This is an optimization exercise on Yosys and OpenROAD, whose aim is small area, not a production implementation.
The RTL was checked by simulation tests, not by an equivalence proof against the original design.
No activity file was given, so power comes from the tool's default toggle rates.

==> 04-04: inputs <==
## branch_checkpoint_table
module branch_checkpoint_table #(
    parameter int CP_DEPTH = 4,
    parameter int D_REG    = 64,
    parameter int S_REG    = 16,
    parameter int ROB_LEN  = 32,
    localparam int IDW     = $clog2(CP_DEPTH),
    localparam int CW      = IDW + 1,
    localparam int DW      = $clog2(D_REG),
    localparam int SW      = $clog2(S_REG),
    localparam int RW      = $clog2(ROB_LEN)
) (
    input  logic                  clk,
    input  logic                  rst,
    input  logic                  alloc_valid,
    input  logic [D_REG-1:0]      alloc_r_free_list,
    input  logic [S_REG-1:0]      alloc_s_free_list,
    input  logic [15:0][DW-1:0]   alloc_d_translation,
    input  logic [SW-1:0]         alloc_s_translation,
    input  logic [RW-1:0]         alloc_rob_tail,
    output logic [IDW-1:0]        alloc_id,
    output logic                  full,
    output logic                  empty,
    input  logic                  resolve_valid,
    input  logic [IDW-1:0]        resolve_id,
    input  logic                  resolve_mispredict,
    input  logic                  free_valid,
    input  logic [DW-1:0]         free_reg,
    output logic [D_REG-1:0]      frl_r_cp,
    output logic [S_REG-1:0]      frl_s_cp,
    output logic [15:0][DW-1:0]   tt_d_cp,
    output logic [SW-1:0]         tt_s_cp,
    output logic [RW-1:0]         rob_tail_cp
);
==> module branch_checkpoint_table, before the edit <==
module branch_checkpoint_table #(
    parameter int CP_DEPTH = 4,
    parameter int D_REG    = 64,
    parameter int S_REG    = 16,
    parameter int ROB_LEN  = 32,
    localparam int IDW     = $clog2(CP_DEPTH),
    localparam int CW      = IDW + 1,
    localparam int DW      = $clog2(D_REG),
    localparam int SW      = $clog2(S_REG),
    localparam int RW      = $clog2(ROB_LEN)
) (
    input  logic                  clk,
    input  logic                  rst,
    input  logic                  alloc_valid,
    input  logic [D_REG-1:0]      alloc_r_free_list,
    input  logic [S_REG-1:0]      alloc_s_free_list,
    input  logic [15:0][DW-1:0]   alloc_d_translation,
    input  logic [SW-1:0]         alloc_s_translation,
    input  logic [RW-1:0]         alloc_rob_tail,
    output logic [IDW-1:0]        alloc_id,
    output logic                  full,
    output logic                  empty,
    input  logic                  resolve_valid,
    input  logic [IDW-1:0]        resolve_id,
    input  logic                  resolve_mispredict,
    input  logic                  free_valid,
    input  logic [DW-1:0]         free_reg,
    output logic [D_REG-1:0]      frl_r_cp,
    output logic [S_REG-1:0]      frl_s_cp,
    output logic [15:0][DW-1:0]   tt_d_cp,
    output logic [SW-1:0]         tt_s_cp,
    output logic [RW-1:0]         rob_tail_cp
);
    logic [CP_DEPTH-1:0][D_REG-1:0]     r_free_r;
    logic [CP_DEPTH-1:0][S_REG-1:0]     s_free_r;
    logic [CP_DEPTH-1:0][15:0][DW-1:0]  tt_d_r;
    logic [CP_DEPTH-1:0][SW-1:0]        tt_s_r;
    logic [CP_DEPTH-1:0][RW-1:0]        rob_tail_r;
    logic [CP_DEPTH-1:0]  valid_r;
    logic [IDW-1:0]       head_r;
    logic [IDW-1:0]       tail_r;
    logic [CW-1:0]        count_r;
    logic                 full_r;
    logic                 empty_r;
    logic                 correct_s;
    logic                 mispredict_s;
    logic                 alloc_s;
    logic [IDW-1:0]       resolve_pos_s;
    logic [CP_DEPTH-1:0]  valid_mid_s;
    logic [IDW-1:0]       tail_mid_s;
    logic [CW-1:0]        count_mid_s;
    logic [CP_DEPTH-1:0]  valid_next_s;
    logic [IDW-1:0]       tail_next_s;
    logic [CW-1:0]        count_alloc_s;
    logic [IDW-1:0]       head_next_s;
    logic [CW-1:0]        count_next_s;
    logic [CP_DEPTH-1:0][D_REG-1:0] r_free_next_s;
    always_comb begin
        correct_s     = resolve_valid && !resolve_mispredict && valid_r[resolve_id];
        mispredict_s  = resolve_valid && resolve_mispredict && valid_r[resolve_id];
        alloc_s       = alloc_valid && !full_r && !(resolve_valid && resolve_mispredict);
        resolve_pos_s = resolve_id - head_r;
        valid_mid_s   = valid_r;
        tail_mid_s    = tail_r;
        count_mid_s   = count_r;
        if (correct_s) begin
            valid_mid_s[resolve_id] = 1'b0;
        end else if (mispredict_s) begin
            for (int i = 0; i < CP_DEPTH; i++) begin
                if ((IDW'(i) - head_r) >= resolve_pos_s) begin
                    valid_mid_s[i] = 1'b0;
                end else begin
                    valid_mid_s[i] = valid_r[i];
                end
            end
            tail_mid_s  = resolve_id;
            count_mid_s = {1'b0, resolve_pos_s};
        end else begin
            valid_mid_s = valid_r;
        end
        valid_next_s  = valid_mid_s;
        tail_next_s   = tail_mid_s;
        count_alloc_s = count_mid_s;
        if (alloc_s) begin
            valid_next_s[tail_r] = 1'b1;
            tail_next_s          = tail_r + IDW'(1);
            count_alloc_s        = count_mid_s + CW'(1);
        end else begin
            tail_next_s          = tail_mid_s;
        end
        if ((count_mid_s != CW'(0)) && !valid_mid_s[head_r]) begin
            head_next_s  = head_r + IDW'(1);
            count_next_s = count_alloc_s - CW'(1);
        end else begin
            head_next_s  = head_r;
            count_next_s = count_alloc_s;
        end
    end
    always_comb begin
        r_free_next_s = r_free_r;
        for (int i = 0; i < CP_DEPTH; i++) begin
            if (alloc_s && (tail_r == IDW'(i))) begin
                r_free_next_s[i] = alloc_r_free_list;
            end else begin
                r_free_next_s[i] = r_free_r[i];
            end
            if (free_valid && (valid_mid_s[i] || (alloc_s && (tail_r == IDW'(i))))) begin
                r_free_next_s[i][free_reg] = 1'b1;
            end else begin
                r_free_next_s[i] = r_free_next_s[i];
            end
        end
    end
    always_ff @(posedge clk or posedge rst) begin
        if (rst) begin
            valid_r <= '0;
            head_r  <= '0;
            tail_r  <= '0;
            count_r <= '0;
            full_r  <= 1'b0;
            empty_r <= 1'b1;
        end else begin
            valid_r <= valid_next_s;
            head_r  <= head_next_s;
            tail_r  <= tail_next_s;
            count_r <= count_next_s;
            full_r  <= (count_next_s == CW'(CP_DEPTH));
            empty_r <= (count_next_s == CW'(0));
        end
    end
    always_ff @(posedge clk or posedge rst) begin
        if (rst) begin
            r_free_r   <= '0;
            s_free_r   <= '0;
            tt_d_r     <= '0;
            tt_s_r     <= '0;
            rob_tail_r <= '0;
        end else begin
            r_free_r <= r_free_next_s;
            if (alloc_s) begin
                s_free_r[tail_r]   <= alloc_s_free_list;
                tt_d_r[tail_r]     <= alloc_d_translation;
                tt_s_r[tail_r]     <= alloc_s_translation;
                rob_tail_r[tail_r] <= alloc_rob_tail;
            end else begin
                s_free_r   <= s_free_r;
                tt_d_r     <= tt_d_r;
                tt_s_r     <= tt_s_r;
                rob_tail_r <= rob_tail_r;
            end
        end
    end
    assign alloc_id    = tail_r;
    assign full        = full_r;
    assign empty       = empty_r;
    assign frl_r_cp    = r_free_r[resolve_id];
    assign frl_s_cp    = s_free_r[resolve_id];
    assign tt_d_cp     = tt_d_r[resolve_id];
    assign tt_s_cp     = tt_s_r[resolve_id];
    assign rob_tail_cp = rob_tail_r[resolve_id];
endmodule
make LEC_CHECK=0 CAP_MARGIN=20 CORE_MARGIN=2 CORE_UTILIZATION=40 SLEW_MARGIN=20 finish   # period 5.0 ns
run.sh (not shown) runs the stock make flow with config.mk's settings and CLKGATE_MAP_FILE= SYNTH_SCRIPT=/design/flow/synth_recipe.tcl, a recipe that flattens the netlist after the stock synthesis.
==> inputs of 02-03, as changes to 04-04 <==
--- a/flow/design.v
+++ b/flow/design.v
@@ -33,7 +33,5 @@
 );
+    localparam int STW = S_REG + 16*DW + SW + RW;
     logic [CP_DEPTH-1:0][D_REG-1:0]     r_free_r;
-    logic [CP_DEPTH-1:0][S_REG-1:0]     s_free_r;
-    logic [CP_DEPTH-1:0][15:0][DW-1:0]  tt_d_r;
-    logic [CP_DEPTH-1:0][SW-1:0]        tt_s_r;
-    logic [CP_DEPTH-1:0][RW-1:0]        rob_tail_r;
+    logic [CP_DEPTH-1:0][STW-1:0]       stat_r;
     logic [CP_DEPTH-1:0]  valid_r;
@@ -56,3 +54,2 @@
     logic [CW-1:0]        count_next_s;
-    logic [CP_DEPTH-1:0][D_REG-1:0] r_free_next_s;
     always_comb begin
@@ -71,4 +68,2 @@
                     valid_mid_s[i] = 1'b0;
-                end else begin
-                    valid_mid_s[i] = valid_r[i];
                 end
@@ -77,4 +72,2 @@
             count_mid_s = {1'b0, resolve_pos_s};
-        end else begin
-            valid_mid_s = valid_r;
         end
@@ -87,4 +80,2 @@
             count_alloc_s        = count_mid_s + CW'(1);
-        end else begin
-            tail_next_s          = tail_mid_s;
         end
@@ -96,17 +87,2 @@
             count_next_s = count_alloc_s;
-        end
-    end
-    always_comb begin
-        r_free_next_s = r_free_r;
-        for (int i = 0; i < CP_DEPTH; i++) begin
-            if (alloc_s && (tail_r == IDW'(i))) begin
-                r_free_next_s[i] = alloc_r_free_list;
-            end else begin
-                r_free_next_s[i] = r_free_r[i];
-            end
-            if (free_valid && (valid_mid_s[i] || (alloc_s && (tail_r == IDW'(i))))) begin
-                r_free_next_s[i][free_reg] = 1'b1;
-            end else begin
-                r_free_next_s[i] = r_free_next_s[i];
-            end
         end
@@ -130,22 +106,18 @@
     end
-    always_ff @(posedge clk or posedge rst) begin
-        if (rst) begin
-            r_free_r   <= '0;
-            s_free_r   <= '0;
-            tt_d_r     <= '0;
-            tt_s_r     <= '0;
-            rob_tail_r <= '0;
-        end else begin
-            r_free_r <= r_free_next_s;
-            if (alloc_s) begin
-                s_free_r[tail_r]   <= alloc_s_free_list;
-                tt_d_r[tail_r]     <= alloc_d_translation;
-                tt_s_r[tail_r]     <= alloc_s_translation;
-                rob_tail_r[tail_r] <= alloc_rob_tail;
-            end else begin
-                s_free_r   <= s_free_r;
-                tt_d_r     <= tt_d_r;
-                tt_s_r     <= tt_s_r;
-                rob_tail_r <= rob_tail_r;
-            end
+    logic [CP_DEPTH-1:0] we_s;
+    logic [D_REG-1:0]    fdec_s;
+    always_comb begin
+        for (int i = 0; i < CP_DEPTH; i++)
+            we_s[i] = alloc_s && (tail_r == IDW'(i));
+        for (int r = 0; r < D_REG; r++)
+            fdec_s[r] = free_valid && (free_reg == DW'(r));
+    end
+    logic [STW-1:0] alloc_stat_s;
+    assign alloc_stat_s = {alloc_s_free_list, alloc_d_translation,
+                           alloc_s_translation, alloc_rob_tail};
+    always_ff @(posedge clk) begin
+        for (int i = 0; i < CP_DEPTH; i++) begin
+            r_free_r[i] <= (we_s[i] ? alloc_r_free_list : r_free_r[i]) | fdec_s;
+            if (we_s[i])
+                stat_r[i] <= alloc_stat_s;
         end
@@ -155,7 +127,16 @@
     assign empty       = empty_r;
-    assign frl_r_cp    = r_free_r[resolve_id];
-    assign frl_s_cp    = s_free_r[resolve_id];
-    assign tt_d_cp     = tt_d_r[resolve_id];
-    assign tt_s_cp     = tt_s_r[resolve_id];
-    assign rob_tail_cp = rob_tail_r[resolve_id];
+    logic [CP_DEPTH-1:0] rsel_s;
+    logic [D_REG-1:0]    rd_free_s;
+    logic [STW-1:0]      rd_stat_s;
+    always_comb begin
+        rd_free_s = '0;
+        rd_stat_s = '0;
+        for (int i = 0; i < CP_DEPTH; i++) begin
+            rsel_s[i] = (resolve_id == IDW'(i));
+            rd_free_s = rd_free_s | ({D_REG{rsel_s[i]}} & r_free_r[i]);
+            rd_stat_s = rd_stat_s | ({STW{rsel_s[i]}} & stat_r[i]);
+        end
+    end
+    assign frl_r_cp = rd_free_s;
+    assign {frl_s_cp, tt_d_cp, tt_s_cp, rob_tail_cp} = rd_stat_s;
 endmodule
==> flow/flow/run.sh (new file) <==
#!/bin/bash
# Own layout flow: the standard ORFS flow, with the port buffers made of the
# smallest buffer cell and a clock tree of small buffers without dummy loads.
set -euo pipefail
bash standard.sh \
  "BUFFER_PORTS_ARGS=-buffer_cell sky130_fd_sc_hd__buf_1" \
  "CTS_ARGS=-sink_clustering_enable -repair_clock_nets -dont_use_dummy_load -buf_list {sky130_fd_sc_hd__clkbuf_8} -sink_clustering_size 18 -sink_clustering_max_diameter 50" \
  finish > orfs_make.log 2>&1
==> flow/standard.sh (new file) <==
#!/bin/bash
# synth_recipe.tcl (not shown) runs the flow's synth.tcl, then flattens the netlist and writes it again
# the make line also repeats each setting of config.mk as NAME=value (left out here)
make -C /OpenROAD-flow-scripts/flow DESIGN_CONFIG=/design/flow/config.mk WORK_HOME=/design/flow/orfs CLKGATE_MAP_FILE= SYNTH_SCRIPT=/design/flow/synth_recipe.tcl "${@:-finish}"
removed: flow/run.sh
==> inputs of 04-12, as changes to 04-04 <==
--- a/flow/design.v
+++ b/flow/design.v
@@ -33,7 +33,5 @@
 );
+    localparam int STW = S_REG + 16*DW + SW + RW;
     logic [CP_DEPTH-1:0][D_REG-1:0]     r_free_r;
-    logic [CP_DEPTH-1:0][S_REG-1:0]     s_free_r;
-    logic [CP_DEPTH-1:0][15:0][DW-1:0]  tt_d_r;
-    logic [CP_DEPTH-1:0][SW-1:0]        tt_s_r;
-    logic [CP_DEPTH-1:0][RW-1:0]        rob_tail_r;
+    logic [CP_DEPTH-1:0][STW-1:0]       stat_r;
     logic [CP_DEPTH-1:0]  valid_r;
@@ -56,3 +54,2 @@
     logic [CW-1:0]        count_next_s;
-    logic [CP_DEPTH-1:0][D_REG-1:0] r_free_next_s;
     always_comb begin
@@ -71,4 +68,2 @@
                     valid_mid_s[i] = 1'b0;
-                end else begin
-                    valid_mid_s[i] = valid_r[i];
                 end
@@ -77,4 +72,2 @@
             count_mid_s = {1'b0, resolve_pos_s};
-        end else begin
-            valid_mid_s = valid_r;
         end
@@ -87,4 +80,2 @@
             count_alloc_s        = count_mid_s + CW'(1);
-        end else begin
-            tail_next_s          = tail_mid_s;
         end
@@ -96,17 +87,2 @@
             count_next_s = count_alloc_s;
-        end
-    end
-    always_comb begin
-        r_free_next_s = r_free_r;
-        for (int i = 0; i < CP_DEPTH; i++) begin
-            if (alloc_s && (tail_r == IDW'(i))) begin
-                r_free_next_s[i] = alloc_r_free_list;
-            end else begin
-                r_free_next_s[i] = r_free_r[i];
-            end
-            if (free_valid && (valid_mid_s[i] || (alloc_s && (tail_r == IDW'(i))))) begin
-                r_free_next_s[i][free_reg] = 1'b1;
-            end else begin
-                r_free_next_s[i] = r_free_next_s[i];
-            end
         end
@@ -130,22 +106,18 @@
     end
-    always_ff @(posedge clk or posedge rst) begin
-        if (rst) begin
-            r_free_r   <= '0;
-            s_free_r   <= '0;
-            tt_d_r     <= '0;
-            tt_s_r     <= '0;
-            rob_tail_r <= '0;
-        end else begin
-            r_free_r <= r_free_next_s;
-            if (alloc_s) begin
-                s_free_r[tail_r]   <= alloc_s_free_list;
-                tt_d_r[tail_r]     <= alloc_d_translation;
-                tt_s_r[tail_r]     <= alloc_s_translation;
-                rob_tail_r[tail_r] <= alloc_rob_tail;
-            end else begin
-                s_free_r   <= s_free_r;
-                tt_d_r     <= tt_d_r;
-                tt_s_r     <= tt_s_r;
-                rob_tail_r <= rob_tail_r;
-            end
+    logic [CP_DEPTH-1:0] we_s;
+    logic [D_REG-1:0]    fdec_s;
+    always_comb begin
+        for (int i = 0; i < CP_DEPTH; i++)
+            we_s[i] = alloc_s && (tail_r == IDW'(i));
+        for (int r = 0; r < D_REG; r++)
+            fdec_s[r] = free_valid && (free_reg == DW'(r));
+    end
+    logic [STW-1:0] alloc_stat_s;
+    assign alloc_stat_s = {alloc_s_free_list, alloc_d_translation,
+                           alloc_s_translation, alloc_rob_tail};
+    always_ff @(posedge clk) begin
+        for (int i = 0; i < CP_DEPTH; i++) begin
+            r_free_r[i] <= (we_s[i] ? alloc_r_free_list : r_free_r[i]) | fdec_s;
+            if (we_s[i])
+                stat_r[i] <= alloc_stat_s;
         end
@@ -155,7 +127,16 @@
     assign empty       = empty_r;
-    assign frl_r_cp    = r_free_r[resolve_id];
-    assign frl_s_cp    = s_free_r[resolve_id];
-    assign tt_d_cp     = tt_d_r[resolve_id];
-    assign tt_s_cp     = tt_s_r[resolve_id];
-    assign rob_tail_cp = rob_tail_r[resolve_id];
+    logic [CP_DEPTH-1:0] rsel_s;
+    logic [D_REG-1:0]    rd_free_s;
+    logic [STW-1:0]      rd_stat_s;
+    always_comb begin
+        rd_free_s = '0;
+        rd_stat_s = '0;
+        for (int i = 0; i < CP_DEPTH; i++) begin
+            rsel_s[i] = (resolve_id == IDW'(i));
+            rd_free_s = rd_free_s | ({D_REG{rsel_s[i]}} & r_free_r[i]);
+            rd_stat_s = rd_stat_s | ({STW{rsel_s[i]}} & stat_r[i]);
+        end
+    end
+    assign frl_r_cp = rd_free_s;
+    assign {frl_s_cp, tt_d_cp, tt_s_cp, rob_tail_cp} = rd_stat_s;
 endmodule
--- a/flow/config.mk
+++ b/flow/config.mk
@@ -10,2 +10,3 @@
 export CORE_UTILIZATION = 40
+export CTS_BUF_LIST = sky130_fd_sc_hd__clkbuf_2 sky130_fd_sc_hd__clkbuf_4 sky130_fd_sc_hd__clkbuf_8
 export SLEW_MARGIN = 20
==> results.txt <==
status complete, no violations; Critical Path, Cell by Cell buf_8, buf_4, mux4_2, clkdlybuf4s50_1; Max power group combinational logic; Root Buffer clkbuf_16; core area between 90000 and 100000 um2; fin crit period around 4000 ps; origin of the worst setup path resolve_id[1]
That was 04-04.
==> results.txt <==
status complete, no violations; Max power group sequential cells; origin of the worst setup path resolve_id[1]; fin crit period just under 4000 ps; core area between 70000 and 80000 um2; Critical Path, Cell by Cell buf_8, buf_12, mux4_2, clkdlybuf4s50_1; Root Buffer clkbuf_8
That was 04-12.
==> results.txt <==
Critical Path, Cell by Cell clkbuf_4, buf_12, buf_4, mux4_2, buf_1; fin crit period 3800 ps; status complete, no violations; core area between 70000 and 80000 um2; Root Buffer clkbuf_8; origin of the worst setup path resolve_id[0]
That was 02-03.

## separate check: timing with driven ports
The results above use ideal ports. As a check the final layouts listed here were re-extracted and re-timed, cells and wires unchanged.
Step 1, drivers: a clkbuf_16 drives clk and a buf_2 each remaining input, both assumed.
Step 2 also shifts input and output timing later by t, the mid clock arrival at the registers, as if the neighbouring blocks saw the same clock.
a / b / c = no drivers / after step 1 / after step 2; a / b = the first two.
| run | t, ns | setup slack, ns | worst register clock-pin slew, ns | pins driven straight from the clock port |
|---|---|---|---|---|
| 04-04 | 0.710 | 1.038 / 0.990 / 0.813 | 0.07 / 0.07 | 1 |
| 02-03 | 0.709 | 1.197 / 1.173 / 0.983 | 0.10 / 0.10 | 1 |
| 04-12 | 0.788 | 1.053 / 1.001 / 0.856 | 0.07 / 0.07 | 1 |
After both steps setup and hold are still met in every run listed. For 04-04, which loses most, drivers alone change the setup slack by -0.048 ns; drivers and shift together by -0.225 ns.
